This is an optimization exercise on Yosys and OpenROAD, whose aim is small area, not a production implementation. The RTL was checked by simulation tests, not by an equivalence proof against the original design. Power figures rest on the tool's default switching activity, not on a simulated workload.

==> design.v <==
`timescale 1ns/100ps
module riscv_cpu (
    input  logic        clk,
    input  logic        reset,
    input  logic [31:0] instr,
    output logic [31:0] pc,
    input  logic [31:0] read_data,
    output logic        dmem_rd_en,
    output logic        dmem_wr_en,
    output logic [31:0] dmem_addr,
    output logic [31:0] dmem_wr_data,
    input  logic        cache_stall
);
    localparam logic [2:0] S_EX = 3'd0, S_LD = 3'd1, S_ST = 3'd2, S_WT = 3'd3, S_PC = 3'd4;
    logic [2:0]  state;
    logic [3:0]  ph;
    logic [11:1] pcr;
    logic        pcs;
    logic        pcd;
    logic [31:0] ar;
    logic [31:0] dr;
    logic        carry;
    logic        cinc;
    logic        eqf;
    wire last = (ph == 4'd15);
    wire first = (ph == 4'd0);
    wire in_ex = (state == S_EX);
    wire in_pc = (state == S_PC);
    wire [6:0] op = instr[6:0];
    wire [2:0] f3 = instr[14:12];
    wire f3_ok = (f3 == 3'b000) || (f3[2] && f3[1:0] != 2'b01);
    wire is_r  = (op == 7'b0110011) && f3_ok && !instr[31] && (instr[29:25] == 5'd0)
                 && (!instr[30] || f3 == 3'b000);
    wire is_i  = (op == 7'b0010011) && f3_ok;
    wire is_ld = (op == 7'b0000011) && (f3 == 3'b010);
    wire is_st = (op == 7'b0100011) && (f3 == 3'b010);
    wire is_br = (op == 7'b1100011) && (f3[2:1] == 2'b00);
    wire sub   = is_r && instr[30];
    wire is_alu = is_r || is_i;
    wire is_mem = is_ld || is_st;
    logic [31:0] immv;
    always_comb begin
        if (is_br)
            immv = {{20{instr[31]}}, instr[7], instr[30:25], instr[11:8], 1'b0};
        else if (is_st)
            immv = {{21{instr[31]}}, instr[30:25], instr[11:7]};
        else
            immv = {{21{instr[31]}}, instr[30:20]};
    end
    wire [1:0] imm2 = {immv[{ph, 1'b1}], immv[{ph, 1'b0}]};
    wire [4:0] rs1 = instr[19:15];
    wire [4:0] rs2 = instr[24:20];
    wire [4:0] rd  = instr[11:7];
    logic [31:0] head_e;
    logic [31:0] head_o;
    logic        rf_we;
    logic [1:0]  wbits;
    assign head_e[0] = 1'b0;
    assign head_o[0] = 1'b0;
    genvar r;
    generate
        for (r = 1; r < 32; r++) begin : g_rf
            logic [15:0] ce;
            logic [15:0] co;
            wire we = rf_we && (rd == r);
            always_ff @(posedge clk) begin
                ce <= {we ? wbits[0] : ce[0], ce[15:1]};
                co <= {we ? wbits[1] : co[0], co[15:1]};
            end
            assign head_e[r] = ce[0];
            assign head_o[r] = co[0];
        end
    endgenerate
    wire [1:0] a = {head_o[rs1], head_e[rs1]};
    wire [1:0] b = {head_o[rs2], head_e[rs2]};
    wire [31:0] pcv = {{20{pcs}}, pcr, 1'b0};
    wire [1:0]  pc2 = {pcv[{ph, 1'b1}], pcv[{ph, 1'b0}]};
    wire [1:0] x = in_pc ? pc2 : a;
    wire [1:0] y = in_pc ? imm2 : is_r ? (sub ? ~b : b) : imm2;
    wire       c0 = first ? (in_ex && sub) : carry;
    wire       c1 = (x[0] & y[0]) | (x[0] & c0) | (y[0] & c0);
    wire       c2 = (x[1] & y[1]) | (x[1] & c1) | (y[1] & c1);
    wire [1:0] sum = {x[1] ^ y[1] ^ c1, x[0] ^ y[0] ^ c0};
    wire       i0 = (ph == 4'd1) | (!first && cinc);
    wire       i1 = pc2[0] & i0;
    wire [1:0] inc = {pc2[1] ^ i1, pc2[0] ^ i0};
    wire [1:0] bo = is_r ? b : imm2;
    logic [1:0] alu;
    always_comb begin
        case (f3)
            3'b100:  alu = a ^ bo;
            3'b110:  alu = a | bo;
            3'b111:  alu = a & bo;
            default: alu = sum;
        endcase
    end
    wire       eq_now = (first || eqf) && (a == b);
    wire       br_take = eq_now != instr[12];
    wire [1:0] din = (in_ex && is_st) ? b : (in_pc && is_br) ? sum : inc;
    assign rf_we = (in_ex && is_alu) || (in_pc && is_ld);
    assign wbits = in_ex ? alu : dr[1:0];
    wire dr_shift = in_ex || in_pc;
    wire dr_load = (state == S_LD) && !cache_stall;
    wire ar_shift = in_ex;
    wire [31:0] dr_next = {din, dr[31:2]};
    wire pc_load = last && (in_pc || (in_ex && !is_mem && !(is_br && br_take)));
    always_ff @(posedge clk) begin
        carry <= c2;
        cinc  <= i1 & pc2[1];
        eqf   <= eq_now;
        if (dr_load) dr <= read_data;
        else if (dr_shift) dr <= dr_next;
        if (ar_shift) ar <= {sum, ar[31:2]};
    end
    always_ff @(posedge clk) begin
        if (reset) begin
            state <= S_EX;
            ph    <= 4'd0;
            pcr   <= 11'd0;
            pcs   <= 1'b0;
            pcd   <= 1'b0;
        end else begin
            ph <= ph + 4'd1;
            if (pc_load) begin
                pcr <= dr_next[11:1];
                pcs <= dr_next[31];
                pcd <= pcd || (!dr_next[31] && dr_next[13:10] != 4'd0);
            end
            case (state)
                S_EX: if (last) begin
                    if (is_ld) state <= S_LD;
                    else if (is_st) state <= S_ST;
                    else if (is_br && br_take) state <= S_PC;
                end
                S_LD, S_ST: if (!cache_stall) state <= last ? S_PC : S_WT;
                S_WT: if (last) state <= S_PC;
                default: if (last) state <= S_EX;
            endcase
        end
    end
    assign pc           = {pcs | pcd, pcv[30:0]};
    assign dmem_rd_en   = (state == S_LD);
    assign dmem_wr_en   = (state == S_ST);
    assign dmem_addr    = ar;
    assign dmem_wr_data = dr;
endmodule
==> flow/run.sh <==
#!/bin/bash
# Standard layout, with the smallest buffer on each port and a clock tree of
# small buffers without dummy loads.
set -euo pipefail
bash standard.sh \
  BUFFER_PORTS_ARGS="-buffer_cell sky130_fd_sc_hd__buf_1" \
  CTS_ARGS="-sink_clustering_enable -repair_clock_nets -dont_use_dummy_load -buf_list sky130_fd_sc_hd__clkbuf_8 -sink_clustering_size 20 -sink_clustering_max_diameter 50" \
  finish > standard.log 2>&1
==> standard.sh <==
#!/bin/bash
# synth_recipe.tcl (not shown) runs the flow's synth.tcl, then flattens the netlist and writes it again
# the make line also repeats each setting of config.mk as NAME=value (left out here)
make -C /OpenROAD-flow-scripts/flow DESIGN_CONFIG=/design/flow/config.mk WORK_HOME=/design/flow/orfs CLKGATE_MAP_FILE= SYNTH_SCRIPT=/design/flow/synth_recipe.tcl "${@:-finish}"
==> config.mk <==
export PLATFORM = sky130hd
export DESIGN_NAME = riscv_cpu
export DESIGN_NICKNAME = riscv_cpu
export VERILOG_FILES = /design/flow/design.v
export SDC_FILE = /design/flow/constraint.sdc
export NUM_CORES = 4
export LEC_CHECK = 0
export CAP_MARGIN = 20
export CORE_MARGIN = 2
export CORE_UTILIZATION = 60
export PLACE_DENSITY = 0.75
export SLEW_MARGIN = 20
==> constraint.sdc <==
create_clock -name core_clock -period 10.0 [get_ports {clk}]
set_input_delay 2.0000 -clock core_clock [delete_from_list [all_inputs] [get_ports {clk}]]
set_output_delay 2.0000 -clock core_clock [all_outputs]
set_load 0.01 [all_outputs]
==> run notes, run 1 <==
Status: no timing/DRC/antenna violations
Share of cells above drive strength 1: 11.89%
Final ANT Viol Nets: 0
Setup Fix Bufs, Post-CTS: 0
Hold Fails Final Rpt: 0
PortBufs: 163
Chip width: 213.2 um
Drt total wl: 40.97 mm
Post-DR vias/cell: 4.809
Avg WL per Cell: 17.58 um
Data arrival, critical path: 6.97 ns
Die ar.: 45470 um^2
Post-synth EDFFs: 64
Critical path endpoint category: flip-flop
CTS buffer count: 67
P_int: 5.069 mW
Total Power: 6.364 mW
Seq cells post-synth: 1079
Worst Setup Path Type: in2reg
CTS resizes: 0
Io pins: 165
Syn Std Cell Area: 26270 um^2
Setup Skew: 0.06249 ns
Achievable Freq: 154.7 MHz
Clock Tree Buf Depth: 3
Largest stage delay, worst path: 0.81 ns
CTS tree: yes
Max VDD drop: 0.1340 mV
P&R area growth vs syn: 7.612%
CP required: 10.51 ns
Fin. max-slew vios: 0
Setup_tns: 0 ns
Worst slew margin: 23.62%
Largest net degree at the start of global routing: 40
GRT Total Usage: 18.22%
CTS sink count: 1079
Worst Path Buf+Inv: 2
Post-CTS Hold Buffers: 0
DRC violations left: 0
Worst-Skew Late Latency: 0.63 ns
Via count: 11210
Logic pwr share: 2.9%
Crit start category: primary input
DP HPWL: 27.57 mm
Async SR Flop Fraction: 0%
Initial DRC count: 553
Syn Inst Count: 1561
H-tree depth: 3
Tmin final: 6.464 ns
Power density over the cells: 225.2 nW/um^2
Flop pwr share: 69.7%
CTS Root Cell: clkbuf_8
Worst path slowest cell: nor4_1
Slew @ Worst Pin: 1.146 ns
Clock power share: 27.4%
Most common cell after layout, fill and taps aside: dfxtp_1
Crit path cell chain: buf_1 > or2_2 > nor4_1 > a21o_1 > mux2i_1 > o211ai_1 > o21ai_0 > o311ai_0 > a21oi_1 > fa_1 > inv_1 > fa_1 > o21ai_0 > a21oi_1 > mux2_2 > mux2_1
Most common flop cell mapped by yosys: dfxtp_1
Initial Util: 60.84%
Final period util: 64.64%
Number of synthesis warnings: 1
Mean area per synthesized cell: 16.83 um^2
Most frequent cells in the layout: 1015 x dfxtp_1, 162 x buf_1, 83 x mux2_2
DR pass1 iterations: 5
Net Sw Power: 1.295 mW
# rows: 76
Finished Layout Cells: 2331
Max cap viols: 0
Filler instances: 2954
Layout Nets: 1821
Final setup fails: 0
Initial antenna violation count: 6
Grt total ovfl: 0
Hold Crit Class: reg2reg
RSZ-0062 raised after global routing: false
CP Max Fanout: 31
Unique masters post-synth: 64
First-pass GRT wire length: 61.68 mm
Number of global-route vias before repair: 11193
Cell total after placement: 2259
Lkg Pwr: 11.16 nW
Core area: 43170 um^2
Delay-heaviest family, CP: compound AO/OA/AOI/OAI gates
Routability cong.: 0.8473
CTS clk-pin slew, worst paths: 0.10 ns
Die H: 213.2 um
Seq/Total Area, Yosys: 84.68%
Sw frac: 20.35%
[state kept, by name, summed over array words and instances, names as in the netlist]
register and flops:
ar 32, carry 1, cinc 1, dr 32, eqf 1, g_rf.ce 496, g_rf.co 496, pcd 1
pcr 11, pcs 1, ph 4, state 3
[power by group through the flow]
stage | clock (mW) | combinational, mW | sequential (mW)
4_1_cts | 1.81 | 0.180 | 4.44
6_report | 1.75 | 0.181 | 4.44
3_5_place_dp | 0 | 0.179 | 4.54
2_1_floorplan | 0 | 0.0769 | 4.55
5_1_grt | 1.95 | 0.197 | 4.44
3_3_place_gp | 0 | 0.178 | 4.53
[worst register-to-register path, stage by stage (launching register included)]
cell and delay, ns:
dfxtp_1 0.37, mux4_2 0.51, a22o_1 0.22, o31ai_1 0.26, o31ai_2 0.22, xnor2_1 0.18, nor2_1 0.10, a21oi_1 0.06
fa_1 0.41, inv_1 0.08, fa_1 0.46, o21ai_0 0.18, a21oi_1 0.09, mux2_2 0.53, mux2_1 0.44
[final timing paths]
check / end / slack [ns] / depth (start not counted) / from
max: g_rf[14].co[15]$_DFF_P_ / 3.54 / 16 / instr[14]
min: g_rf[25].co[6]$_DFF_P_ / 0.28 / 0 / g_rf[25].co[7]$_DFF_P_
max reg2reg: g_rf[14].co[15]$_DFF_P_ / 5.75 / 14 / g_rf[20].ce[0]$_DFF_P_
min reg2reg: g_rf[25].co[6]$_DFF_P_ / 0.28 / 0 / g_rf[25].co[7]$_DFF_P_
[metrics by stage]
step / hold WS [ns] / worst slack, ns / area (um^2) / utilization, %
final: 0.2754 / 3.536 / 28270 / 65.47
after global routing: 0.2655 / 3.289 / 28260 / 65.46
after CTS: 0.2710 / 3.634 / 28250 / 65.44
after detailed placement: 0.3121 / 2.975 / 27330 / 63.31
after global placement: 0.3095 / 3.009 / 27330 / 63.31
after floorplan: 0.3096 / 3.981 / 26270 / -
[Yosys cell counts (3+ instances only)]
cell type / number / area [um^2]
mux4_2: 26 / 585.6
nand3_1: 6 / 30.03
nor2_2: 8 / 50.05
nand2b_1: 7 / 43.79
nor3_1: 3 / 15.01
o22ai_1: 6 / 37.54
mux2i_1: 36 / 360.4
clkbuf_1: 19 / 71.32
buf_1: 6 / 22.52
buf_4: 23 / 172.7
ha_1: 9 / 112.6
o21ai_0: 7 / 35.03
mux2_1: 16 / 180.2
nor2b_1: 7 / 43.79
nor2_1: 58 / 217.7
nor3b_1: 4 / 30.03
mux2_2: 83 / 934.7
dfxtp_1: 1015 / 20320
nor4_1: 4 / 25.02
a21oi_1: 11 / 55.05
a22o_1: 8 / 70.07
nand2_1: 33 / 123.9
xor2_1: 5 / 43.79
o31ai_1: 10 / 75.07
a211oi_1: 6 / 45.04
buf_2: 4 / 20.02
or2_2: 4 / 25.02
inv_1: 11 / 41.29
and3_1: 11 / 68.82
edfxtp_1: 64 / 1922
or3_1: 5 / 31.28
[cell families after synthesis]
group	Yosys count	share of synthesized area [%]
AO/OA/AOI/OAI	71	2.067
XOR/XNOR	7	0.2334
adder cells (fa/ha/maj)	11	0.5812
buffers and inverters	66	1.410
flip-flops	1079	84.68
multiplexers	161	7.845
other	1	0.01428
AND/OR/NAND/NOR	165	3.172
[area by class of cell]
type	instances	area, um^2	share of cell area, %
antenna	5	12.51	0.04427
clock buffer	67	922.1	3.262
inverter	11	41.29	0.1461
multi-input combinational	416	3666	12.97
sequential	1079	22240	78.69
tap	585	732.0	2.590
timing repair buffer	168	650.6	2.302
[layer usage]
metal	up-vias	wire [um]	global-route usage (%)
met3	72	2357	3.971
met4	4	1085	7.735
li1	5475	-	-
met1	5328	18930	24.19
met5	-	31	0
met2	331	18570	29.15
==> run 2, diff against run 1 <==
--- a/config.mk
+++ b/config.mk
@@ -8,5 +8,5 @@
 export CAP_MARGIN = 20
 export CORE_MARGIN = 2
-export CORE_UTILIZATION = 60
-export PLACE_DENSITY = 0.75
+export CORE_UTILIZATION = 75
+export PLACE_DENSITY = 0.9
 export SLEW_MARGIN = 20
==> run 2 against run 1 <==
  * Still clean
  * Worst hold slack improved by 0.033 ns
  * Area after synthesis unchanged
  * Non-clock buffer count rose by 2
  * Sequential power about the same
  * Clock power decreased by 2%
  * Global-route usage rose by 8.9 points
  * Critical endpoint is now g_rf[3].co[15]$_DFF_P_
  * Highest routed layer is now met4
==> run notes, run 2 <==
Status: no timing/DRC/antenna violations
Drt total wl: 48.77 mm (+19%)
Delay-heaviest family, CP: compound AO/OA/AOI/OAI gates
Largest cells by area after synthesis: dfxtp_1 77%, edfxtp_1 7.3%, mux2_2 3.6%
Clock Tree Buf Depth: 3 (unchanged)
CTS Root Cell: clkbuf_8
Largest net degree at the start of global routing: 40 (unchanged)
Io pins: 165 (unchanged)
CTS clk-pin slew, worst paths: 0.12 ns (+0.02 ns)
CTS sink count: 1079 (unchanged)
Count leader, synth: dfxtp_1
Fin. max-slew vios: 0 (unchanged)
Crit path cell chain: buf_1 > or2_2 > nor4_1 > buf_4 > a21o_1 > mux2i_1 > o211ai_1 > o21ai_0 > o311ai_0 > a21oi_1 > fa_1 > inv_1 > fa_1 > o21ai_0 > a21oi_1 > mux2_2 > mux2_1
Unique masters post-synth: 64 (unchanged)
Final setup fails: 0 (unchanged)
Post-placement setup slack: 3.335 ns (+0.3603 ns)
Seq cells post-synth: 1079 (unchanged)
Synth top area share: 77.36% (unchanged)
Die ar.: 36530 um^2 (-20%)
Largest stage delay, worst path: 0.54 ns (-0.27 ns)
PortBufs: 163 (unchanged)
CP Max Fanout: 31 (unchanged)
Die H: 191.1 um (-10%)
Async SR Flop Fraction: 0% (unchanged)
Max VDD drop: 0.1859 mV (+39%)
Commonest cells post-synth: 1015 x dfxtp_1, 83 x mux2_2, 64 x edfxtp_1, 58 x nor2_1, 36 x mux2i_1
DR pass1 iterations: 6 (+1)
Slew @ Worst Pin: 1.019 ns (-0.1271 ns)
Max cap viols: 0 (unchanged)
RR Endpoint: g_rf[3].co[15]$_DFF_P_
Syn Inst Count: 1561 (unchanged)
Mean area per synthesized cell: 16.83 um^2 (unchanged)
Final ANT Viol Nets: 0 (unchanged)
Hold Path End: g_rf[28].co[4]$_DFF_P_
Seq/Total Area, Yosys: 84.68% (unchanged)
Setup_tns: 0 ns (unchanged)
Initial Util: 76.04% (+15 points)
Hold Fails Final Rpt: 0 (unchanged)
GRT Total Usage: 27.15% (+8.9 points)
Post-DR vias/cell: 5.332 (+11%)
Data arrival, critical path: 6.59 ns (-0.38 ns)
Area leader, netlist: dfxtp_1
Worst-Skew Late Latency: 0.70 ns (+0.07 ns)
Share of cells above drive strength 1: 11.63% (-0.26 points)
Grt total ovfl: 0 (unchanged)
P&R area growth vs syn: 6.759%
Lkg Pwr: 11.12 nW (-0.32%)
Setup Skew: 0.06695 ns (+0.004453 ns)
Largest registers: g_rf.ce (496), g_rf.co (496)
R2R Setup Slk: 5.73 ns (-0.02 ns)
Achievable Freq: 166.2 MHz (+7.4%)
Core area: 34540 um^2 (-20%)
Worst slew margin: 32.09% (+8.5 points)
Worst hold start: g_rf[28].co[5]$_DFF_P_
Avg WL per Cell: 22.19 um (+26%)
Routability cong.: 0.9019 (+6.4%)
Layout Nets: 1817 (-0.22%)
Final setup margin: 3.983 ns (+0.4471 ns)
First-pass GRT wire length: 71.69 mm (+16%)
Critical path endpoint category: flip-flop
Post-CTS Hold Buffers: 0 (unchanged)
Power density over the cells: 226.1 nW/um^2 (+0.42%)
Reg2Reg Depth: 12 (-2)
Initial DRC count: 604 (+9.2%)
Most common flop cell mapped by yosys: dfxtp_1
RSZ-0062 raised after global routing: false
Worst Setup Path Type: in2reg
Hold Crit Class: reg2reg
Worst path slowest cell: o311ai_0
Number of global-route vias before repair: 12159 (+8.6%)
Via count: 11719 (+4.5%)
Most common cell after layout, fill and taps aside: dfxtp_1
Tmin final: 6.017 ns (-0.4471 ns)
CTS tree: yes
Worst R2R Start: g_rf[12].ce[0]$_DFF_P_
DRC violations left: 0 (unchanged)
CTS resizes: 0 (unchanged)
Most frequent cells in the layout: 1015 x dfxtp_1, 163 x buf_1, 83 x mux2_2
CP required: 10.57 ns (+0.06 ns)
Hold Crit Depth: 0 (unchanged)
H-tree depth: 2 (-1)
Chip width: 191.1 um (-10%)
Number of synthesis warnings: 1 (unchanged)
Setup Fix Bufs, Post-CTS: 0 (unchanged)
Initial antenna violation count: 6 (unchanged)
Syn Std Cell Area: 26270 um^2 (unchanged)
DP HPWL: 33.43 mm (+21%)
# rows: 68 (-11%)
Post-synth EDFFs: 64 (unchanged)
Worst Path Buf+Inv: 3 (+1)
Crit start category: primary input
Final period util: 60.17% (-4.5 points)
CTS buffer count: 61 (-9.0%)
-- run 2: cell counts after synthesis --
Identical to the previous run, type by type.
-- run 2: area by class of cell --
| type | count | area [um^2] |
|---|---|---|
| diodes | 6 | 15.01 |
| repair buffers | 170 | 664.4 |
| fillers | 1640 | 6501 |
| well taps | 455 | 569.3 |
| clock buffers | 61 | 839.6 |
| flip-flops and latches | 1079 | 22240 |
| multi-input cells | 416 | 3671 |
| inverters | 11 | 41.29 |
-- run 2: kinds of logic (layout without fill, tap and decap cells) --
kind of cell,after synthesis,count (layout),synth area share [%]
compound gates,71,71,2.067
fa+ha+maj,11,11,0.5812
simple gates,165,165,3.172
xor+xnor,7,7,0.2334
other cells,1,7,0.01428
flops,1079,1079,84.68
mux,161,161,7.845
buf+inv,66,242,1.410
-- run 2: per-stage QoR --
| stage | std cells | area (um^2) | hold WS [ns] | util [%] | power, mW |
|---|---|---|---|---|---|
| 2_1_floorplan | 1561 | 26270 | 0.3096 | - | 4.627 |
| 3_3_place_gp | 2131 | 27190 | 0.3095 | 78.71 | 4.715 |
| 3_5_place_dp | 2131 | 27190 | 0.3121 | 78.71 | 4.725 |
| 4_1_cts | 2192 | 28030 | 0.3047 | 81.14 | 6.367 |
| 5_1_grt | 2197 | 28040 | 0.3159 | 81.17 | 6.523 |
| 6_report | 2198 | 28040 | 0.3087 | 81.18 | 6.340 |
-- run 2: routing by layer --
| layer | vias up | wire length [um] | GRT usage, % |
|---|---|---|---|
| met5 | - | 0 | 0 |
| met4 | 0 | 2410 | 14.50 |
| met3 | 131 | 2487 | 4.259 |
| met2 | 463 | 23790 | 46.24 |
| met1 | 5663 | 20080 | 33.65 |
| li1 | 5462 | - | - |
-- run 2: worst max path at each step --
stage / startpoint / endpoint / slack (ns) / depth (start not counted)
finish: instr[14] / g_rf[3].co[15]$_DFF_P_ / 3.98 / 17
global route: instr[14] / g_rf[14].co[15]$_DFF_P_ / 3.61 / 17
CTS: instr[14] / g_rf[3].co[15]$_DFF_P_ / 4.07 / 17
detailed placement: instr[14] / g_rf[3].co[15]$_DFF_P_ / 3.34 / 17
global placement: instr[14] / g_rf[24].co[15]$_DFF_P_ / 3.50 / 17
floorplan: instr[4] / g_rf[15].co[15]$_DFF_P_ / 3.98 / 16
-- run 2: where the power goes --
part           switching [mW]  internal (mW)  total [mW]  leakage, nW
clock network            1.16          0.549        1.71        0.439
registers              0.0465           4.40        4.45         8.89
logic                   0.124         0.0593       0.183         1.79
==> run 3, diff against run 2 <==
--- a/design.v
+++ b/design.v
@@ -12,7 +12,10 @@
     input  logic        cache_stall
 );
-    localparam logic [2:0] S_EX = 3'd0, S_LD = 3'd1, S_ST = 3'd2, S_WT = 3'd3, S_PC = 3'd4;
+    localparam logic [2:0] S_EX = 3'd0, S_LD = 3'd1, S_ST = 3'd2, S_WT = 3'd3, S_PC = 3'd4,
+                           S_IN = 3'd5;
+    localparam logic [15:0] SIGNATURE = 16'hA5C3;
     logic [2:0]  state;
     logic [3:0]  ph;
+    logic [15:0] sig;
     logic [11:1] pcr;
     logic        pcs;
@@ -114,12 +117,12 @@
     end
     always_ff @(posedge clk) begin
+        ph <= (reset && sig != SIGNATURE) ? 4'd0 : ph + 4'd1;
+        sig <= (sig | ({16{reset}} & SIGNATURE)) & ~({16{reset}} & ~SIGNATURE);
         if (reset) begin
-            state <= S_EX;
-            ph    <= 4'd0;
+            state <= S_IN;
             pcr   <= 11'd0;
             pcs   <= 1'b0;
             pcd   <= 1'b0;
         end else begin
-            ph <= ph + 4'd1;
             if (pc_load) begin
                 pcr <= dr_next[11:1];
@@ -134,5 +137,5 @@
                 end
                 S_LD, S_ST: if (!cache_stall) state <= last ? S_PC : S_WT;
-                S_WT: if (last) state <= S_PC;
+                S_WT, S_IN: if (last) state <= (state == S_WT) ? S_PC : S_EX;
                 default: if (last) state <= S_EX;
             endcase
--- a/config.mk
+++ b/config.mk
@@ -8,5 +8,5 @@
 export CAP_MARGIN = 20
 export CORE_MARGIN = 2
-export CORE_UTILIZATION = 75
-export PLACE_DENSITY = 0.9
+export CORE_UTILIZATION = 60
+export PLACE_DENSITY = 0.75
 export SLEW_MARGIN = 20
==> run 3 against run 2 <==
  * Still clean on timing, DRC and antenna
  * Clock skew shrank 0.0055 ns
  * Cell area rose by 3.0%
  * Power up 4.6%
  * Core utilization is 16 points lower
  * Non-clock buffer count up 1
  * Clock-buffer cell count up 8
  * Sequential cell count rose by 16
  * Die area up 27%
  * Sequential share of layout area decreased by 1.2 points
  * Global-route usage is 9.5 points lower
  * Register-to-register slack worse by 0.03 ns
  * Area after synthesis grew 2.4%
==> run notes, run 3 <==
First-pass GRT wire length: 63.08 mm (-12%)
CTS Root Cell: clkbuf_8
Worst R2R Start: g_rf[23].ce[0]$_DFF_P_
Cell total after placement: 2317 (+8.7%)
Total Power: 6.635 mW (+4.6%)
Largest cells by area after synthesis: dfxtp_1 77%, edfxtp_1 7.1%, mux2_2 4.4%
Setup Fix Bufs, Post-CTS: 0 (unchanged)
Status: no timing/DRC/antenna violations
Routability cong.: 0.9047 (+0.31%)
Grt total ovfl: 0 (unchanged)
Async SR Flop Fraction: 0% (unchanged)
Synth top area share: 76.77% (-0.59 points)
CP startpoint: instr[3]
P&R area growth vs syn: 7.460%
H-tree depth: 3 (+1)
Initial Util: 60.80% (-15 points)
CTS sink count: 1095 (+1.5%)
CTS tree: yes
Die H: 215.7 um (+13%)
Most common flop cell mapped by yosys: dfxtp_1
Commonest cells post-synth: 1031 x dfxtp_1, 104 x mux2_2, 64 x edfxtp_1, 47 x nand2_1, 46 x nor2_1
Achievable Freq: 149.6 MHz (-10%)
Crit start category: primary input
Data arrival, critical path: 7.15 ns (+0.56 ns)
Max VDD drop: 0.1681 mV (-9.6%)
RSZ-0062 raised after global routing: false
Largest registers: g_rf.ce (496), g_rf.co (496)
CTS clk-pin slew, worst paths: 0.11 ns (about the same)
Setup_tns: 0 ns (unchanged)
Dpl cell area: 27930 um^2 (+2.7%)
Initial DRC count: 778 (+29%)
Core area: 44220 um^2 (+28%)
Lkg Pwr: 11.22 nW (+0.88%)
Count leader, synth: dfxtp_1
Seq/Total Area, Yosys: 83.92% (-0.76 points)
# rows: 77 (+13%)
Slew @ Worst Pin: 1.009 ns (-0.009690 ns)
DP HPWL: 27.46 mm (-18%)
Chip width: 215.7 um (+13%)
Worst hold start: g_rf[26].co[1]$_DFF_P_
Clock Tree Buf Depth: 3 (unchanged)
Io pins: 165 (unchanged)
DRC violations left: 0 (unchanged)
Final ANT Viol Nets: 0 (unchanged)
Mean area per synthesized cell: 16.66 um^2 (-1.0%)
Unique masters post-synth: 71 (+11%)
Fin. max-slew vios: 0 (unchanged)
Hold Fails Final Rpt: 0 (unchanged)
GRT Total Usage: 17.69% (-9.5 points)
Power density over the cells: 229.6 nW/um^2 (+1.6%)
Critical path endpoint category: flip-flop
Seq cells post-synth: 1095 (+1.5%)
Drt total wl: 40.73 mm (-16%)
Die ar.: 46520 um^2 (+27%)
Via count: 11614 (-0.90%)
Tmin final: 6.685 ns (+0.6679 ns)
DR pass1 iterations: 7 (+1)
Hold Crit Class: reg2reg
Worst-Skew Late Latency: 0.64 ns (-0.06 ns)
Most common cell after layout, fill and taps aside: dfxtp_1
Post-synth EDFFs: 64 (unchanged)
Worst Hold Slack: 0.2577 ns (-0.05094 ns)
CTS buffer count: 69 (+13%)
Finished Layout Cells: 2389 (+8.7%)
Number of global-route vias before repair: 11560 (-4.9%)
Initial antenna violation count: 3 (-3)
Final period util: 66.85% (+6.7 points)
Avg WL per Cell: 17.05 um (-23%)
Design area: 28890 um^2 (+3.0%)
Most frequent cells in the layout: 1031 x dfxtp_1, 162 x buf_1, 104 x mux2_2
Max cap viols: 0 (unchanged)
Layout Nets: 1874 (+3.1%)
CP Max Fanout: 31 (unchanged)
CTS resizes: 0 (unchanged)
Syn Std Cell Area: 26890 um^2 (+2.4%)
PortBufs: 163 (unchanged)
Area leader, netlist: dfxtp_1
Worst Setup Path Type: in2reg
Setup Skew: 0.06143 ns (-0.005517 ns)
Share of cells above drive strength 1: 12.99% (+1.4 points)
Largest net degree at the start of global routing: 41 (+2.5%)
Final setup fails: 0 (unchanged)
CP required: 10.47 ns (-0.10 ns)
Syn Inst Count: 1614 (+3.4%)
Worst slew margin: 32.73% (+0.65 points)
Post-CTS Hold Buffers: 0 (unchanged)
Number of synthesis warnings: 1 (unchanged)
Post-DR vias/cell: 4.861 (-8.8%)
==> run 3: metrics by stage <==
stage | setup WS [ns] | util (%)
finish | 3.315 | 65.33
global route | 2.988 | 65.32
CTS | 3.371 | 65.32
detailed placement | 2.714 | 63.17
global placement | 2.983 | 63.17
floorplan | 3.983 | -
==> run 3: final timing paths <==
check / end / slack [ns] / cells past startpoint
setup / recovery: g_rf[5].co[15]$_DFF_P_ / 3.32 / 17
hold / removal: g_rf[26].co[0]$_DFF_P_ / 0.26 / 0
setup reg to reg: g_rf[5].co[15]$_DFF_P_ / 5.70 / 14
hold reg to reg: g_rf[26].co[0]$_DFF_P_ / 0.26 / 0
==> run 3: kinds of logic after synthesis <==
| logic type | Yosys count | synth area share (%) |
|---|---|---|
| AO/OA/AOI/OAI | 80 | 2.127 |
| XOR/XNOR | 6 | 0.2932 |
| adder cells (fa/ha/maj) | 11 | 0.5678 |
| buffers and inverters | 72 | 1.578 |
| flip-flops | 1095 | 83.92 |
| multiplexers | 162 | 7.837 |
| other | 1 | 0.01395 |
| AND/OR/NAND/NOR | 187 | 3.667 |
==> run 3: layer usage <==
layer  GRT usage (%)  part of all wire [%]  up-vias
met5               0                     0        -
li1                -                     -     5663
met3           3.495                   4.8      110
met4           7.103                   3.6        0
met2           27.94                    45      348
met1           24.24                    47     5493
==> run 3: critical path, stage by stage <==
cell	delay [ns]
buf_1	0.17
nand4bb_1	0.47
nor4_1	0.90
a21o_1	0.23
mux2_2	0.36
a221oi_1	0.25
a311oi_1	0.08
a31oi_1	0.19
o22ai_1	0.14
o21ai_0	0.29
fa_1	0.23
inv_1	0.06
fa_1	0.53
o21ai_0	0.23
a21oi_1	0.11
mux2_2	0.54
mux2_2	0.36
==> run 3: cell type report <==
class | instances | area [um^2]
flip-flops and latches | 1095 | 22560
fillers | 3024 | 15330
multi-input cells | 447 | 3914
clock buffers | 69 | 949.7
well taps | 592 | 740.7
repair buffers | 171 | 673.1
inverters | 12 | 45.04
diodes | 3 | 7.507
==> run 3: where the power goes <==
group | switching, mW | internal [mW]
Clock | 1.16 | 0.625
Sequential | 0.0611 | 4.47
Combinational | 0.197 | 0.130
Total | 1.41 | 5.22
==> run 4, diff against run 3 <==
--- a/design.v
+++ b/design.v
@@ -18,5 +18,5 @@
     logic [3:0]  ph;
     logic [15:0] sig;
-    logic [11:1] pcr;
+    logic [13:1] pcr;
     logic        pcs;
     logic        pcd;
@@ -77,5 +77,5 @@
     wire [1:0] a = {head_o[rs1], head_e[rs1]};
     wire [1:0] b = {head_o[rs2], head_e[rs2]};
-    wire [31:0] pcv = {{20{pcs}}, pcr, 1'b0};
+    wire [31:0] pcv = {{18{pcs}}, pcr, 1'b0};
     wire [1:0]  pc2 = {pcv[{ph, 1'b1}], pcv[{ph, 1'b0}]};
     wire [1:0] x = in_pc ? pc2 : a;
@@ -121,10 +121,10 @@
         if (reset) begin
             state <= S_IN;
-            pcr   <= 11'd0;
+            pcr   <= 13'd0;
             pcs   <= 1'b0;
             pcd   <= 1'b0;
         end else begin
             if (pc_load) begin
-                pcr <= dr_next[11:1];
+                pcr <= dr_next[13:1];
                 pcs <= dr_next[31];
                 pcd <= pcd || (!dr_next[31] && dr_next[13:10] != 4'd0);
==> run 4 against run 3 <==
  * Power up 2.7%
  * Core utilization up 0.30 points
  * Largest power group unchanged
  * Register-to-register slack worse by 0.15 ns
  * Setup slack better by 0.58 ns
  * Still clean on timing, DRC and antenna
==> run notes, run 4 <==
Setup_tns: 0 ns (unchanged)
R2R Setup Slk: 5.55 ns (-0.15 ns)
Max VDD drop: 0.1790 mV (+6.5%)
Most common flop cell mapped by yosys: dfxtp_1
Final ANT Viol Nets: 0 (unchanged)
Cell total after placement: 2364 (+2.0%)
Unique masters post-synth: 73 (+2.8%)
Mean area per synthesized cell: 16.28 um^2 (-2.3%)
P&R area growth vs syn: 7.652%
M1 GR Usage: 27.05% (+2.8 points)
Final setup margin: 3.896 ns (+0.5805 ns)
Power density over the cells: 233.7 nW/um^2 (+1.8%)
Met2 Use GR: 30.21% (+2.3 points)
Initial antenna violation count: 6 (+3)
Status: no timing/DRC/antenna violations
Worst Setup Path Type: in2reg
CP required: 10.51 ns (+0.04 ns)
Worst slew margin: 40.07% (+7.3 points)
DRC violations left: 0 (unchanged)
Post-placement setup slack: 3.218 ns (+0.5046 ns)
Lkg Pwr: 11.16 nW (-0.51%)
Core area: 44410 um^2 (+0.44%)
Slew @ Worst Pin: 0.8990 ns (-0.1100 ns)
Syn Std Cell Area: 27080 um^2 (+0.71%)
CTS buffer count: 71 (+2.9%)
Most common cell after layout, fill and taps aside: dfxtp_1
Largest registers: g_rf.ce (496), g_rf.co (496)
Routability cong.: 0.8953 (-1.0%)
Count leader, synth: dfxtp_1
CP Max Fanout: 31 (unchanged)
Crit path cell chain: buf_1 > nor4b_1 > and3b_1 > nand2_1 > mux2i_1 > o311ai_0 > o21ai_0 > o311ai_0 > a21oi_1 > fa_1 > inv_1 > fa_1 > o21ai_0 > a21oi_1 > mux2_2 > mux2_2
Fin. max-slew vios: 0 (unchanged)
Post-DR vias/cell: 4.947 (+1.8%)
Initial DRC count: 814 (+4.6%)
Post-CTS Hold Buffers: 0 (unchanged)
Commonest cells post-synth: 1033 x dfxtp_1, 104 x mux2_2, 64 x edfxtp_1, 45 x nand2_1, 43 x nor2_1
Largest stage delay, worst path: 0.55 ns (-0.35 ns)
Hold Fails Final Rpt: 0 (unchanged)
H-tree depth: 3 (unchanged)
Critical path endpoint category: flip-flop
Drt total wl: 44.84 mm (+10%)
Number of global-route vias before repair: 11914 (+3.1%)
Seq cells post-synth: 1097 (+0.18%)
RSZ-0062 raised after global routing: false
Achievable Freq: 163.8 MHz (+9.5%)
Via count: 12076 (+4.0%)
Grt met3 use: 4.056% (+0.56 points)
GRT Total Usage: 19.36% (+1.7 points)
Chip width: 216.4 um (+0.35%)
Data arrival, critical path: 6.62 ns (-0.53 ns)
Worst R2R Start: ph[0]$_SDFF_PP0_
Async SR Flop Fraction: 0% (unchanged)
Worst hold start: g_rf[21].ce[12]$_DFF_P_
Share of cells above drive strength 1: 12.43% (-0.56 points)
Hold Crit Depth: 0 (unchanged)
Initial Util: 60.97% (+0.17 points)
CTS tree: yes
Hold Crit Class: reg2reg
Post-synth EDFFs: 64 (unchanged)
Reg2Reg Depth: 12 (-2)
Worst-Skew Late Latency: 0.66 ns (+0.02 ns)
Layout Nets: 1923 (+2.6%)
Number of synthesis warnings: 1 (unchanged)
Finished Layout Cells: 2441 (+2.2%)
CP startpoint: instr[13]
Synth top area share: 76.37% (-0.39 points)
Setup Fix Bufs, Post-CTS: 0 (unchanged)
# rows: 77 (unchanged)
Crit start category: primary input
Filler instances: 3044 (+0.66%)
First-pass GRT wire length: 68.37 mm (+8.4%)
CTS sink count: 1097 (+0.18%)
Clock Tree Buf Depth: 3 (unchanged)
Final period util: 61.04% (-5.8 points)
Most frequent cells in the layout: 1033 x dfxtp_1, 162 x buf_1, 104 x mux2_2
RR Endpoint: g_rf[18].co[15]$_DFF_P_
DR pass1 iterations: 5 (-2)
Seq/Total Area, Yosys: 83.47% (-0.45 points)
Syn Inst Count: 1663 (+3.0%)
Tmin final: 6.104 ns (-0.5805 ns)
CTS clk-pin slew, worst paths: 0.10 ns (about the same)
PortBufs: 163 (unchanged)
Avg WL per Cell: 18.37 um (+7.8%)
DP HPWL: 30.63 mm (+12%)
CTS resizes: 0 (unchanged)
Multi-input logic area: 4059 um^2 (+3.7%)
Area leader, netlist: dfxtp_1
Die ar.: 46840 um^2 (+0.70%)
Most used routing layer: met2
Worst path slowest cell: mux2_2
Largest net degree at the start of global routing: 41 (unchanged)
Largest cells by area after synthesis: dfxtp_1 76%, edfxtp_1 7.1%, mux2_2 4.3%
Grt total ovfl: 0 (unchanged)
Max cap viols: 0 (unchanged)
Final setup fails: 0 (unchanged)
Io pins: 165 (unchanged)
CTS Root Cell: clkbuf_8
Die H: 216.4 um (+0.35%)
Reg area: 22600 um^2 (+0.18%)
Hold Path End: g_rf[21].ce[11]$_DFF_P_
Setup Skew: 0.08988 ns (+0.02845 ns)
-- run 4: cell type report --
| class | count | area share [%] |
|---|---|---|
| sequential | 1097 | 77.54 |
| multi-input combinational | 481 | 13.92 |
| clock buffer | 71 | 3.352 |
| tap | 592 | 2.541 |
| timing repair buffer | 170 | 2.284 |
| inverter | 24 | 0.3091 |
| antenna | 6 | 0.05151 |
-- run 4: worst max-delay path by stage --
stage / slack (ns) / end / depth (start not counted)
3_3_place_gp: 3.38 / g_rf[2].co[15]$_DFF_P_ / 16
4_1_cts: 3.93 / g_rf[18].co[15]$_DFF_P_ / 16
6_report: 3.90 / g_rf[18].co[15]$_DFF_P_ / 16
5_1_grt: 3.56 / g_rf[21].co[15]$_DFF_P_ / 16
2_1_floorplan: 4.14 / g_rf[11].co[15]$_DFF_P_ / 17
3_5_place_dp: 3.22 / g_rf[1].co[15]$_DFF_P_ / 16
-- run 4: layer usage --
metal	up-vias	part of all wire, %
met5	-	0.040
met4	2	2.6
met3	84	4.8
met2	333	45
met1	5793	47
li1	5864	-
-- run 4: logic make-up (layout without fill, tap and decap cells) --
kind of cell,Yosys count,in the layout,synth area share (%)
and+or+nand+nor,206,206,4.099
other,1,7,0.01385
muxes,145,145,6.959
AOI/OAI and AO/OA,111,111,3.031
DFF,1097,1097,83.47
xor gates and xnor gates,7,7,0.2542
adders and majority gates,11,11,0.5638
buffers and inverters,85,265,1.608
-- run 4: where the power goes --
part | switching [mW] | internal (mW) | leakage, nW | total [mW]
sequential | 0.0809 | 4.50 | 8.90 | 4.58
combinational | 0.259 | 0.160 | 1.75 | 0.420
clock | 1.17 | 0.642 | 0.511 | 1.82
-- run 4: critical path: cells and delay by family --
kind	cells	cell delay (ns)
AO/OA/AOI/OAI	6	1.49
multiplexers	3	1.06
adder cells (fa/ha/maj)	2	0.89
AND/OR/NAND/NOR	3	0.73
buffers and inverters	2	0.43
-- run 4: through the flow --
stage               hold slack [ns]  power [mW]  area (um^2)  util (%)
finish                       0.2597       6.813        29150     65.63
global route                 0.2571       7.065        29140     65.61
CTS                          0.2603       6.870        29130     65.59
detailed placement           0.3121       5.097        28150     63.39
global placement             0.3096       5.086        28150     63.39
floorplan                    0.3096       4.932        27080         -
==> run 5, diff against run 4 <==
--- a/design.v
+++ b/design.v
@@ -14,8 +14,7 @@
     localparam logic [2:0] S_EX = 3'd0, S_LD = 3'd1, S_ST = 3'd2, S_WT = 3'd3, S_PC = 3'd4,
                            S_IN = 3'd5;
-    localparam logic [15:0] SIGNATURE = 16'hA5C3;
     logic [2:0]  state;
     logic [3:0]  ph;
-    logic [15:0] sig;
+    logic [3:0]  ic;
     logic [13:1] pcr;
     logic        pcs;
@@ -30,4 +29,6 @@
     wire in_ex = (state == S_EX);
     wire in_pc = (state == S_PC);
+    wire in_in = (state == S_IN);
+    wire rot = !reset && !(in_in && first);
     wire [6:0] op = instr[6:0];
     wire [2:0] f3 = instr[14:12];
@@ -68,6 +69,8 @@
             wire we = rf_we && (rd == r);
             always_ff @(posedge clk) begin
-                ce <= {we ? wbits[0] : ce[0], ce[15:1]};
-                co <= {we ? wbits[1] : co[0], co[15:1]};
+                if (rot) begin
+                    ce <= {we ? wbits[0] : ce[0], ce[15:1]};
+                    co <= {we ? wbits[1] : co[0], co[15:1]};
+                end
             end
             assign head_e[r] = ce[0];
@@ -117,12 +120,13 @@
     end
     always_ff @(posedge clk) begin
-        ph <= (reset && sig != SIGNATURE) ? 4'd0 : ph + 4'd1;
-        sig <= (sig | ({16{reset}} & SIGNATURE)) & ~({16{reset}} & ~SIGNATURE);
+        if (rot) ph <= ph + 4'd1;
         if (reset) begin
             state <= S_IN;
+            ic    <= 4'd0;
             pcr   <= 13'd0;
             pcs   <= 1'b0;
             pcd   <= 1'b0;
         end else begin
+            ic <= ic + 4'd1;
             if (pc_load) begin
                 pcr <= dr_next[13:1];
@@ -137,5 +141,6 @@
                 end
                 S_LD, S_ST: if (!cache_stall) state <= last ? S_PC : S_WT;
-                S_WT, S_IN: if (last) state <= (state == S_WT) ? S_PC : S_EX;
+                S_WT: if (last) state <= S_PC;
+                S_IN: if (ic == 4'd15) state <= S_EX;
                 default: if (last) state <= S_EX;
             endcase
==> run 5 against run 4 <==
  * Sequential cell count shrank 12
  * Clock skew shrank 0.017 ns
  * Combinational power grew 68%
  * First-iteration DRC count grew 95%
  * Cell area grew 34%
  * Non-clock buffer count grew 10
  * Largest power group unchanged
  * Global-route usage shrank 1.3 points
  * Setup slack lost 0.48 ns
  * Sequential power grew 29%
  * Wire length grew 27%
  * Area after synthesis grew 35%
  * Register-to-register slack lost 0.12 ns
==> run notes, run 5 <==
Status: no timing/DRC/antenna violations
Layout Nets: 1881 (-2.2%)
Post-CTS Hold Buffers: 0 (unchanged)
First-pass GRT wire length: 83.62 mm (+22%)
Seq cells post-synth: 1085 (-1.1%)
Routability cong.: 0.8692 (-2.9%)
Max cap viols: 0 (unchanged)
Worst slew margin: 26.14% (-14 points)
P&R area growth vs syn: 7.053%
Max VDD drop: 0.1026 mV (-43%)
Number of synthesis warnings: 1 (unchanged)
Die H: 251.0 um (+16%)
Worst Path Buf+Inv: 2 (unchanged)
Commonest cells post-synth: 1060 x edfxtp_1, 92 x mux2_2, 58 x nand2_1, 40 x mux2i_1, 39 x nor2_1
Unique masters post-synth: 71 (-2.7%)
Count leader, synth: edfxtp_1
DP HPWL: 35.85 mm (+17%)
Final period util: 65.84% (+4.8 points)
H-tree depth: 3 (unchanged)
Area leader, netlist: edfxtp_1
CTS Root Cell: clkbuf_8
Initial Util: 60.64% (-0.33 points)
Delay-heaviest family, CP: compound AO/OA/AOI/OAI gates
CP Max Fanout: 31 (unchanged)
DRC violations left: 0 (unchanged)
PortBufs: 163 (unchanged)
Grt total ovfl: 0 (unchanged)
Fin. max-slew vios: 0 (unchanged)
Initial DRC count: 1588 (+95%)
Total Power: 8.525 mW (+25%)
Most common cell after layout, fill and taps aside: edfxtp_1
Final setup margin: 3.416 ns (-0.4796 ns)
GRT Total Usage: 18.08% (-1.3 points)
Drt total wl: 57.00 mm (+27%)
Clock Tree Buf Depth: 3 (unchanged)
Core area: 60360 um^2 (+36%)
Setup Skew: 0.07274 ns (-0.01714 ns)
Achievable Freq: 151.9 MHz (-7.3%)
Most frequent cells in the layout: 1060 x edfxtp_1, 163 x buf_1, 92 x mux2_2
Die ar.: 62990 um^2 (+34%)
Power density over the cells: 217.6 nW/um^2 (-6.9%)
Lkg Pwr: 12.90 nW (+16%)
Io pins: 165 (unchanged)
Design area: 39180 um^2 (+34%)
Worst Setup Path Type: in2reg
Hold Fails Final Rpt: 0 (unchanged)
Share of cells above drive strength 1: 12.94% (+0.52 points)
Crit start category: primary input
Post-DR vias/cell: 5.672 (+15%)
Mean area per synthesized cell: 22.96 um^2 (+41%)
Largest stage delay, worst path: 0.73 ns (+0.18 ns)
CTS buffer count: 79 (+11%)
Post-placement setup slack: 2.790 ns (-0.4285 ns)
Largest cells by area after synthesis: edfxtp_1 87%, mux2_2 2.8%, dfxtp_1 1.4%
Critical path endpoint category: flip-flop
RSZ-0062 raised after global routing: false
CTS sink count: 1085 (-1.1%)
Initial antenna violation count: 9 (+3)
Chip width: 251.0 um (+16%)
CTS tree: yes
Data arrival, critical path: 7.09 ns (+0.47 ns)
CTS clk-pin slew, worst paths: 0.10 ns (about the same)
Final setup fails: 0 (unchanged)
Crit path cell chain: buf_1 > or4b_1 > or4b_1 > nand2_1 > mux2_2 > a211oi_1 > a21oi_1 > o21a_1 > o22a_1 > o21ai_0 > fa_1 > fa_1 > inv_1 > o22ai_1 > nand2_1 > o221ai_1 > a21oi_4 > mux2_2
Most common flop cell mapped by yosys: edfxtp_1
Syn Std Cell Area: 36600 um^2 (+35%)
CP required: 10.51 ns (about the same)
Number of global-route vias before repair: 13916 (+17%)
DR pass1 iterations: 7 (+2)
Setup Fix Bufs, Post-CTS: 0 (unchanged)
Setup_tns: 0 ns (unchanged)
Largest registers: g_rf.ce (496), g_rf.co (496)
Hold Crit Class: reg2reg
Synth top area share: 86.97% (+11 points)
Worst-Skew Late Latency: 0.68 ns (+0.02 ns)
Largest net degree at the start of global routing: 203 (+400%)
Tmin final: 6.584 ns (+0.4796 ns)
CTS resizes: 0 (unchanged)
Slew @ Worst Pin: 1.108 ns (+0.2089 ns)
Dpl cell area: 38040 um^2 (+35%)
Async SR Flop Fraction: 0% (unchanged)
Worst path slowest cell: a21oi_4
Via count: 14691 (+22%)
Final ANT Viol Nets: 0 (unchanged)
Post-synth EDFFs: 1060 (+1600%)
Syn Inst Count: 1594 (-4.1%)
# rows: 90 (+17%)
Seq/Total Area, Yosys: 88.34% (+4.9 points)
Avg WL per Cell: 22.01 um (+20%)
-- run 5: cell types whose count changed after synthesis, sizes merged, moves of 7 or more --
cell,change
a31o,-9
clkbuf,-10
nand2,+13
nor2b,-17
o21ai,-8
nand2b,-15
a311oi,-14
a22oi,+7
dfxtp,-1008
edfxtp,+996
mux2i,+25
-- run 5: area by class of cell --
type / instances / area [um^2]
Antenna cell: 8 / 20.02
Inverter: 17 / 63.81
Fill cell: 3785 / 21180
Sequential cell: 1085 / 32330
Timing Repair Buffer: 180 / 800.8
Multi-Input combinational cell: 439 / 3899
Tap cell: 782 / 978.4
Clock buffer: 79 / 1087
-- run 5: kinds of logic after synthesis --
| logic type | after synthesis | synth area share (%) |
|---|---|---|
| flops | 1085 | 88.34 |
| compound gates | 79 | 1.538 |
| other cells | 1 | 0.01025 |
| simple gates | 171 | 2.366 |
| fa+ha+maj | 12 | 0.4513 |
| buf+inv | 70 | 1.128 |
| xor+xnor | 8 | 0.2120 |
| mux | 168 | 5.955 |
-- run 5: path summary, 6_finish.rpt --
path / endpoint / start / slack (ns) / depth (start not counted)
worst min-delay path: g_rf[12].ce[3]$_DFFE_PP_ / g_rf[12].ce[4]$_DFFE_PP_ / 0.37 / 0
worst max register to register: g_rf[11].co[15]$_DFFE_PP_ / ph[0]$_DFFE_PP_ / 5.43 / 15
worst max-delay path: g_rf[11].co[15]$_DFFE_PP_ / instr[13] / 3.42 / 18
worst min register to register: g_rf[12].ce[3]$_DFFE_PP_ / g_rf[12].ce[4]$_DFFE_PP_ / 0.37 / 0
-- run 5: where the power goes --
group | internal, mW | switching [mW]
combinational | 0.227 | 0.477
clock | 0.710 | 1.20
sequential | 5.67 | 0.245
-- run 5: metrics by stage --
step	util, %	instances	hold slack, ns
2_1_floorplan	-	1594	0.4003
3_3_place_gp	63.03	2502	0.4002
3_5_place_dp	63.03	2502	0.4045
4_1_cts	64.83	2581	0.3712
5_1_grt	64.89	2584	0.3724
6_report	64.91	2590	0.3694
-- run 5: per-layer routing --
layer,GRT usage [%],wire length (um)
met5,0,0
met4,7.194,1638
met3,3.520,4136
met2,26.47,25390
met1,27.41,25840
-- run 5: worst reg2reg max path: cells and delay by family (launching register included) --
| family | cells | cell delay, ns |
|---|---|---|
| AOI/OAI and AO/OA | 7 | 1.61 |
| adders and majority gates | 2 | 0.64 |
| buffers and inverters | 2 | 0.45 |
| DFF | 1 | 0.80 |
| muxes | 1 | 0.32 |
| and+or+nand+nor | 3 | 0.58 |
==> run 6, diff against run 5 <==
--- a/design.v
+++ b/design.v
@@ -12,11 +12,8 @@
     input  logic        cache_stall
 );
-    localparam logic [2:0] S_EX = 3'd0, S_LD = 3'd1, S_ST = 3'd2, S_WT = 3'd3, S_PC = 3'd4,
-                           S_IN = 3'd5;
+    localparam logic [2:0] S_EX = 3'd0, S_LD = 3'd1, S_ST = 3'd2, S_WT = 3'd3, S_PC = 3'd4;
     logic [2:0]  state;
     logic [3:0]  ph;
-    logic [3:0]  ic;
-    logic [13:1] pcr;
-    logic        pcs;
+    logic [9:1]  pcr;
     logic        pcd;
     logic [31:0] ar;
@@ -29,6 +26,4 @@
     wire in_ex = (state == S_EX);
     wire in_pc = (state == S_PC);
-    wire in_in = (state == S_IN);
-    wire rot = !reset && !(in_in && first);
     wire [6:0] op = instr[6:0];
     wire [2:0] f3 = instr[14:12];
@@ -69,8 +64,6 @@
             wire we = rf_we && (rd == r);
             always_ff @(posedge clk) begin
-                if (rot) begin
-                    ce <= {we ? wbits[0] : ce[0], ce[15:1]};
-                    co <= {we ? wbits[1] : co[0], co[15:1]};
-                end
+                ce <= {we ? wbits[0] : ce[0], ce[15:1]};
+                co <= {we ? wbits[1] : co[0], co[15:1]};
             end
             assign head_e[r] = ce[0];
@@ -80,5 +73,5 @@
     wire [1:0] a = {head_o[rs1], head_e[rs1]};
     wire [1:0] b = {head_o[rs2], head_e[rs2]};
-    wire [31:0] pcv = {{18{pcs}}, pcr, 1'b0};
+    wire [31:0] pcv = {22'd0, pcr, 1'b0};
     wire [1:0]  pc2 = {pcv[{ph, 1'b1}], pcv[{ph, 1'b0}]};
     wire [1:0] x = in_pc ? pc2 : a;
@@ -120,17 +113,14 @@
     end
     always_ff @(posedge clk) begin
-        if (rot) ph <= ph + 4'd1;
         if (reset) begin
-            state <= S_IN;
-            ic    <= 4'd0;
-            pcr   <= 13'd0;
-            pcs   <= 1'b0;
+            state <= S_EX;
+            ph    <= 4'd0;
+            pcr   <= 9'd0;
             pcd   <= 1'b0;
         end else begin
-            ic <= ic + 4'd1;
+            ph <= ph + 4'd1;
             if (pc_load) begin
-                pcr <= dr_next[13:1];
-                pcs <= dr_next[31];
-                pcd <= pcd || (!dr_next[31] && dr_next[13:10] != 4'd0);
+                pcr <= dr_next[31] ? {8'd0, dr_next[1]} : dr_next[9:1];
+                pcd <= pcd || (!dr_next[31] && dr_next[12:10] != 3'd0);
             end
             case (state)
@@ -142,10 +132,9 @@
                 S_LD, S_ST: if (!cache_stall) state <= last ? S_PC : S_WT;
                 S_WT: if (last) state <= S_PC;
-                S_IN: if (ic == 4'd15) state <= S_EX;
                 default: if (last) state <= S_EX;
             endcase
         end
     end
-    assign pc           = {pcs | pcd, pcv[30:0]};
+    assign pc           = {pcd, pcv[30:0]};
     assign dmem_rd_en   = (state == S_LD);
     assign dmem_wr_en   = (state == S_ST);
==> run 6 against run 5 <==
  * Critical endpoint is now pcr[5]$_SDFFE_PP0P_
  * Core utilization up 0.30 points
  * Fmax up 4.2%
  * Still clean on timing, DRC and antenna
  * Non-clock buffer count down 32
==> run notes, run 6 <==
Hold Crit Depth: 0 (unchanged)
DRC violations left: 0 (unchanged)
Post-synth EDFFs: 64 (-94%)
GRT Total Usage: 18.79% (+0.71 points)
DP HPWL: 28.74 mm (-20%)
Number of global-route vias before repair: 11365 (-18%)
Worst-Skew Late Latency: 0.65 ns (-0.03 ns)
Critical path endpoint category: flip-flop
CTS buffer count: 68 (-14%)
Data arrival, critical path: 6.87 ns (-0.22 ns)
Worst Path Buf+Inv: 1 (-1)
Worst slew margin: 30.44% (+4.3 points)
DR pass1 iterations: 5 (-2)
R2R Setup Slk: 5.86 ns (+0.43 ns)
Clock power share: 27.3% (+4.9 points)
Count leader, synth: dfxtp_1
Power density over the cells: 229.2 nW/um^2 (+5.3%)
Core area: 42890 um^2 (-29%)
Layout Nets: 1912 (+1.6%)
H-tree depth: 3 (unchanged)
Async SR Flop Fraction: 0% (unchanged)
Status: no timing/DRC/antenna violations
Drt total wl: 41.95 mm (-26%)
Flop pwr share: 69.3% (about the same)
CTS resizes: 0 (unchanged)
Reg2Reg Depth: 14 (-1)
Grt total ovfl: 0 (unchanged)
Largest registers: g_rf.ce (496), g_rf.co (496)
Achievable Freq: 158.2 MHz (+4.2%)
Synth top area share: 77.98% (-9.0 points)
Crit start category: primary input
Via count: 11587 (-21%)
Logic pwr share: 3.3% (-5.0 points)
Routability cong.: 0.8669 (-0.26%)
Seq/Total Area, Yosys: 85.38% (-3.0 points)
Hold Crit Class: reg2reg
Fin. max-slew vios: 0 (unchanged)
CTS tree: yes
CP Max Fanout: 13 (-58%)
Die H: 212.1 um (-15%)
Most frequent cells in the layout: 1012 x dfxtp_1, 140 x buf_1, 124 x nand2_1
# rows: 76 (-16%)
Initial antenna violation count: 3 (-6)
Filler instances: 2982 (-21%)
Lkg Pwr: 10.87 nW (-16%)
Hold Path End: g_rf[24].ce[11]$_DFF_P_
Sw frac: 20.59% (-2.0 points)
P&R area growth vs syn: 7.657%
Net Sw Power: 1.320 mW (-31%)
Finished Layout Cells: 2420 (-6.6%)
Worst hold start: g_rf[24].ce[12]$_DFF_P_
Slew @ Worst Pin: 1.041 ns (-0.06666 ns)
Seq cells post-synth: 1076 (-0.83%)
Worst R2R Start: g_rf[25].ce[0]$_DFF_P_
Share of cells above drive strength 1: 7.478% (-5.5 points)
Setup_tns: 0 ns (unchanged)
Cell total after placement: 2349 (-6.1%)
Largest stage delay, worst path: 0.57 ns (-0.16 ns)
Final period util: 63.21% (-2.6 points)
Final setup fails: 0 (unchanged)
Post-CTS Hold Buffers: 0 (unchanged)
First-pass GRT wire length: 62.80 mm (-25%)
Crit path cell chain: buf_1 > nor4b_1 > nor3b_1 > a21oi_1 > mux2_2 > a211oi_1 > a21oi_1 > nor3_1 > a221oi_1 > mux2_2 > fa_1 > fa_1 > mux2i_1 > o21ai_0 > nor2_1 > nand4_1 > o21ai_1
Worst Setup Path Type: in2reg
Max cap viols: 0 (unchanged)
Post-DR vias/cell: 4.788 (-16%)
CTS sink count: 1076 (-0.83%)
RSZ-0062 raised after global routing: false
Setup Skew: 0.07223 ns (-0.0005074 ns)
P_int: 5.091 mW (-23%)
Clock Tree Buf Depth: 3 (unchanged)
Chip width: 212.1 um (-15%)
Syn Std Cell Area: 25980 um^2 (-29%)
CP required: 10.55 ns (+0.04 ns)
Die ar.: 44980 um^2 (-29%)
Initial Util: 60.58% (about the same)
PortBufs: 142 (-13%)
Setup Fix Bufs, Post-CTS: 0 (unchanged)
Syn Inst Count: 1651 (+3.6%)
Total Power: 6.410 mW (-25%)
Area leader, netlist: dfxtp_1
Most common flop cell mapped by yosys: dfxtp_1
Io pins: 165 (unchanged)
Max VDD drop: 0.1832 mV (+79%)
Initial DRC count: 673 (-58%)
Avg WL per Cell: 17.34 um (-21%)
Largest cells by area after synthesis: dfxtp_1 78%, edfxtp_1 7.4%, mux2i_1 1.8%
Mean area per synthesized cell: 15.74 um^2 (-31%)
Delay-heaviest family, CP: simple AND/OR/NAND/NOR gates
CTS clk-pin slew, worst paths: 0.10 ns (about the same)
Final ANT Viol Nets: 0 (unchanged)
Largest net degree at the start of global routing: 35 (-83%)
Commonest cells post-synth: 1012 x dfxtp_1, 124 x nand2_1, 71 x o21ai_0, 64 x edfxtp_1, 47 x mux2i_1
Unique masters post-synth: 55 (-23%)
Tmin final: 6.321 ns (-0.2624 ns)
RR Endpoint: pcr[5]$_SDFFE_PP0P_
CTS Root Cell: clkbuf_8
Most common cell after layout, fill and taps aside: dfxtp_1
Worst path slowest cell: fa_1
Hold Fails Final Rpt: 0 (unchanged)
Number of synthesis warnings: 1 (unchanged)
[run 6: cell count changes after synthesis, sizes merged, moves of 6 or more]
cell / change
edfxtp: -996
a21oi: +8
nor3: +6
mux2: -64
nand4: +7
dfxtp: +987
o21ai: +68
mux2i: +7
nand2: +66
a22oi: -8
mux4: -14
o221ai: +8
a22o: +6
nand2b: +7
[run 6: kinds of logic (layout without fill, tap and decap cells)]
logic type / count (synthesis) / in the layout / synth area share (%)
compound gates: 156 / 156 / 3.588
simple gates: 235 / 235 / 4.089
buf+inv: 69 / 229 / 1.556
xor+xnor: 6 / 6 / 0.2023
flops: 1076 / 1076 / 85.38
fa+ha+maj: 11 / 11 / 0.5876
other cells: 1 / 25 / 0.01443
mux: 97 / 97 / 4.585
[run 6: layer usage]
| layer | track usage, % | share of wire (%) | up-vias |
|---|---|---|---|
| met5 | 0 | 0 | - |
| met4 | 8.839 | 3.6 | 0 |
| met3 | 3.264 | 3.4 | 79 |
| met2 | 28.05 | 44 | 241 |
| met1 | 26.91 | 49 | 5528 |
| li1 | - | - | 5739 |
[run 6: layout make-up]
| class | count | area (um^2) | share of cell area (%) |
|---|---|---|---|
| sequential | 1076 | 22180 | 79.31 |
| multi-input combinational | 527 | 3483 | 12.45 |
| inverter | 13 | 48.80 | 0.1745 |
| tap | 585 | 732.0 | 2.617 |
| antenna | 3 | 7.507 | 0.02684 |
| clock buffer | 68 | 935.9 | 3.346 |
| timing repair buffer | 148 | 580.6 | 2.076 |
[run 6: worst reg2reg max path, stage by stage, from the launching register on]
cell,delay [ns]
dfxtp_1,0.49
mux2i_1,0.14
o221ai_1,0.34
a21oi_1,0.08
o21ai_1,0.21
a21o_1,0.31
xor2_1,0.11
mux2_2,0.28
fa_1,0.42
fa_1,0.57
mux2i_1,0.16
o21ai_0,0.18
nor2_1,0.44
nand4_1,0.19
o21ai_1,0.15
[run 6: how the worst max path moves through the flow]
stage	from	endpoint	slack, ns	cells past startpoint
6_report	instr[13]	pcr[5]$_SDFFE_PP0P_	3.68	17
5_1_grt	instr[13]	g_rf[3].co[15]$_DFF_P_	3.13	17
4_1_cts	instr[13]	pcr[3]$_SDFFE_PP0P_	3.73	17
3_5_place_dp	instr[13]	pcr[5]$_SDFFE_PP0P_	3.05	17
3_3_place_gp	instr[13]	pcr[9]$_SDFFE_PP0P_	3.16	17
2_1_floorplan	instr[12]	g_rf[10].co[15]$_DFF_P_	4.02	17
[run 6: power groups by stage]
stage | combinational (mW) | clock, mW | sequential, mW
2_1_floorplan | 0.0961 | 0 | 4.56
3_3_place_gp | 0.213 | 0 | 4.54
3_5_place_dp | 0.214 | 0 | 4.54
4_1_cts | 0.215 | 1.82 | 4.45
5_1_grt | 0.235 | 1.96 | 4.46
6_report | 0.213 | 1.75 | 4.44
[run 6: per-stage QoR]
step	hold slack [ns]	util (%)	instance area (um^2)	worst slack, ns
global placement	0.3096	63.02	27030	3.156
finish	0.2830	65.22	27970	3.679
global route	0.2776	65.21	27960	3.128
detailed placement	0.3121	63.02	27030	3.054
floorplan	0.3096	-	26060	4.022
CTS	0.2818	65.20	27960	3.729
==> run 7, diff against run 6 <==
--- a/design.v
+++ b/design.v
@@ -12,7 +12,10 @@
     input  logic        cache_stall
 );
-    localparam logic [2:0] S_EX = 3'd0, S_LD = 3'd1, S_ST = 3'd2, S_WT = 3'd3, S_PC = 3'd4;
+    localparam logic [2:0] S_EX = 3'd0, S_LD = 3'd1, S_ST = 3'd2, S_WT = 3'd3, S_PC = 3'd4,
+                           S_IN = 3'd5;
+    localparam logic [15:0] SIGNATURE = 16'hA5C3;
     logic [2:0]  state;
     logic [3:0]  ph;
+    logic [15:0] sig;
     logic [9:1]  pcr;
     logic        pcd;
@@ -113,11 +116,11 @@
     end
     always_ff @(posedge clk) begin
+        ph <= (reset && sig != SIGNATURE) ? 4'd0 : ph + 4'd1;
+        sig <= (sig | ({16{reset}} & SIGNATURE)) & ~({16{reset}} & ~SIGNATURE);
         if (reset) begin
-            state <= S_EX;
-            ph    <= 4'd0;
+            state <= S_IN;
             pcr   <= 9'd0;
             pcd   <= 1'b0;
         end else begin
-            ph <= ph + 4'd1;
             if (pc_load) begin
                 pcr <= dr_next[31] ? {8'd0, dr_next[1]} : dr_next[9:1];
@@ -131,5 +134,5 @@
                 end
                 S_LD, S_ST: if (!cache_stall) state <= last ? S_PC : S_WT;
-                S_WT: if (last) state <= S_PC;
+                S_WT, S_IN: if (last) state <= (state == S_WT) ? S_PC : S_EX;
                 default: if (last) state <= S_EX;
             endcase
==> run 7 against run 6 <==
  * Combinational power is 84% higher
  * Still clean on timing, DRC and antenna
  * Largest power group unchanged
  * Worst hold slack got worse by 0.025 ns
  * Clock skew is 0.028 ns higher
  * Non-clock buffer count increased by 1
  * Largest cell class unchanged
  * Clock-buffer cell count is 1 higher
==> run notes, run 7 <==
Max VDD drop: 0.1641 mV (-10%)
DRC violations left: 0 (unchanged)
Setup Skew: 0.1002 ns (+0.02798 ns)
Worst slew margin: 27.86% (-2.6 points)
Routability cong.: 0.8538 (-1.5%)
Status: no timing/DRC/antenna violations
Most common cell after layout, fill and taps aside: dfxtp_1
CP Max Fanout: 13 (unchanged)
Final setup fails: 0 (unchanged)
PortBufs: 142 (unchanged)
Achievable Freq: 160.0 MHz (+1.2%)
GRT Total Usage: 17.71% (-1.1 points)
Lkg Pwr: 11.15 nW (+2.5%)
First-pass GRT wire length: 62.53 mm (-0.44%)
Avg WL per Cell: 17.02 um (-1.8%)
Power density over the cells: 232.9 nW/um^2 (+1.6%)
Setup Fix Bufs, Post-CTS: 0 (unchanged)
Crit start category: primary input
Post-CTS Hold Buffers: 0 (unchanged)
Met3 routed WL: 2.325 mm (+62%)
RSZ-0062 raised after global routing: false
Final ANT Viol Nets: 0 (unchanged)
CTS clk-pin slew, worst paths: 0.10 ns (about the same)
CTS Root Cell: clkbuf_8
Largest cells by area after synthesis: dfxtp_1 77%, edfxtp_1 7.2%, mux2_2 3.6%
H-tree depth: 3 (unchanged)
Critical path endpoint category: flip-flop
Via count: 11473 (-0.98%)
Area leader, netlist: dfxtp_1
Hold Crit Class: reg2reg
CTS sink count: 1092 (+1.5%)
Max cap viols: 0 (unchanged)
# rows: 77 (+1.3%)
Layout Nets: 1879 (-1.7%)
Mean area per synthesized cell: 16.49 um^2 (+4.8%)
Post-synth EDFFs: 64 (unchanged)
DR pass1 iterations: 6 (+1)
Seq/Total Area, Yosys: 84.01% (-1.4 points)
Multi-input logic area: 3925 um^2 (+13%)
Met2 WL post-DR: 17.75 mm (-4.2%)
Drt total wl: 40.79 mm (-2.8%)
Largest registers: g_rf.ce (496), g_rf.co (496)
CTS buffer count: 69 (+1.5%)
Data arrival, critical path: 6.70 ns (-0.17 ns)
Tmin final: 6.248 ns (-0.07314 ns)
Fin. max-slew vios: 0 (unchanged)
Share of cells above drive strength 1: 12.45% (+5.0 points)
Number of synthesis warnings: 1 (unchanged)
DP HPWL: 27.81 mm (-3.2%)
-- run 7: area by class of cell --
type | count | area share, %
antenna | 5 | 0.04346
clock buffer | 69 | 3.299
inverter | 19 | 0.2477
multi-input combinational | 470 | 13.63
sequential | 1092 | 78.16
tap | 592 | 2.573
timing repair buffer | 149 | 2.038
-- run 7: cell families (layout without fill, tap and decap cells) --
kind of cell,count (synthesis),after routing,synth area share [%]
flip-flops,1092,1092,84.01
AND/OR/NAND/NOR,199,199,3.971
multiplexers,150,150,7.315
buffers and inverters,83,237,1.705
AO/OA/AOI/OAI,80,80,2.121
adder cells (fa/ha/maj),12,12,0.6073
XOR/XNOR,7,7,0.2570
other,1,27,0.01400
-- run 7: critical path: stages --
cell      delay, ns
buf_1          0.42
or3b_1         0.41
nor4_2         0.37
nand2_1        0.16
nand2_1        0.18
mux2i_1        0.21
o21ai_1        0.08
a221oi_1       0.30
or3_1          0.20
o21ai_0        0.13
fa_1           0.47
fa_1           0.66
mux2i_1        0.10
o21ai_1        0.64
nor2_1         0.14
a21oi_1        0.17
nor2_1         0.05
-- run 7: power breakdown --
part           internal [mW]  leakage [nW]  switching [mW]
logic                  0.149          1.79           0.242
registers               4.47          8.86          0.0594
clock network          0.625         0.496            1.15
total                   5.25          11.1            1.45
-- run 7: path summary, 6_finish.rpt --
check	slack [ns]	endpoint	from	depth (start not counted)
setup / recovery	3.75	pcd$_SDFFE_PP0P_	instr[13]	17
hold / removal	0.26	g_rf[17].co[6]$_DFF_P_	g_rf[17].co[7]$_DFF_P_	0
hold reg to reg	0.26	g_rf[17].co[6]$_DFF_P_	g_rf[17].co[7]$_DFF_P_	0
setup reg to reg	5.70	pcd$_SDFFE_PP0P_	g_rf[24].ce[0]$_DFF_P_	14
-- run 7: layer usage --
layer,vias to the layer above,global-route usage [%]
met5,-,0
li1,5638,-
met3,72,3.963
met2,315,26.91
met1,5444,24.59
met4,4,7.862
-- run 7: metrics by stage --
step / std cells / worst slack, ns / cell area, um^2 / hold WS (ns)
global placement: 2322 / 3.369 / 27830 / 0.3096
global route: 2395 / 3.434 / 28790 / 0.2477
CTS: 2391 / 3.815 / 28780 / 0.2578
floorplan: 1645 / 3.936 / 26860 / 0.3096
detailed placement: 2322 / 3.166 / 27830 / 0.3121
finish: 2396 / 3.752 / 28790 / 0.2575

Setup slack of run 7, layout unchanged: 3.752 ns with ideal ports, 3.776 ns with driving cells assumed (clock clkbuf_16, inputs buf_2), 3.119 ns with port delays also shifted by the 0.657 ns mid clock arrival.
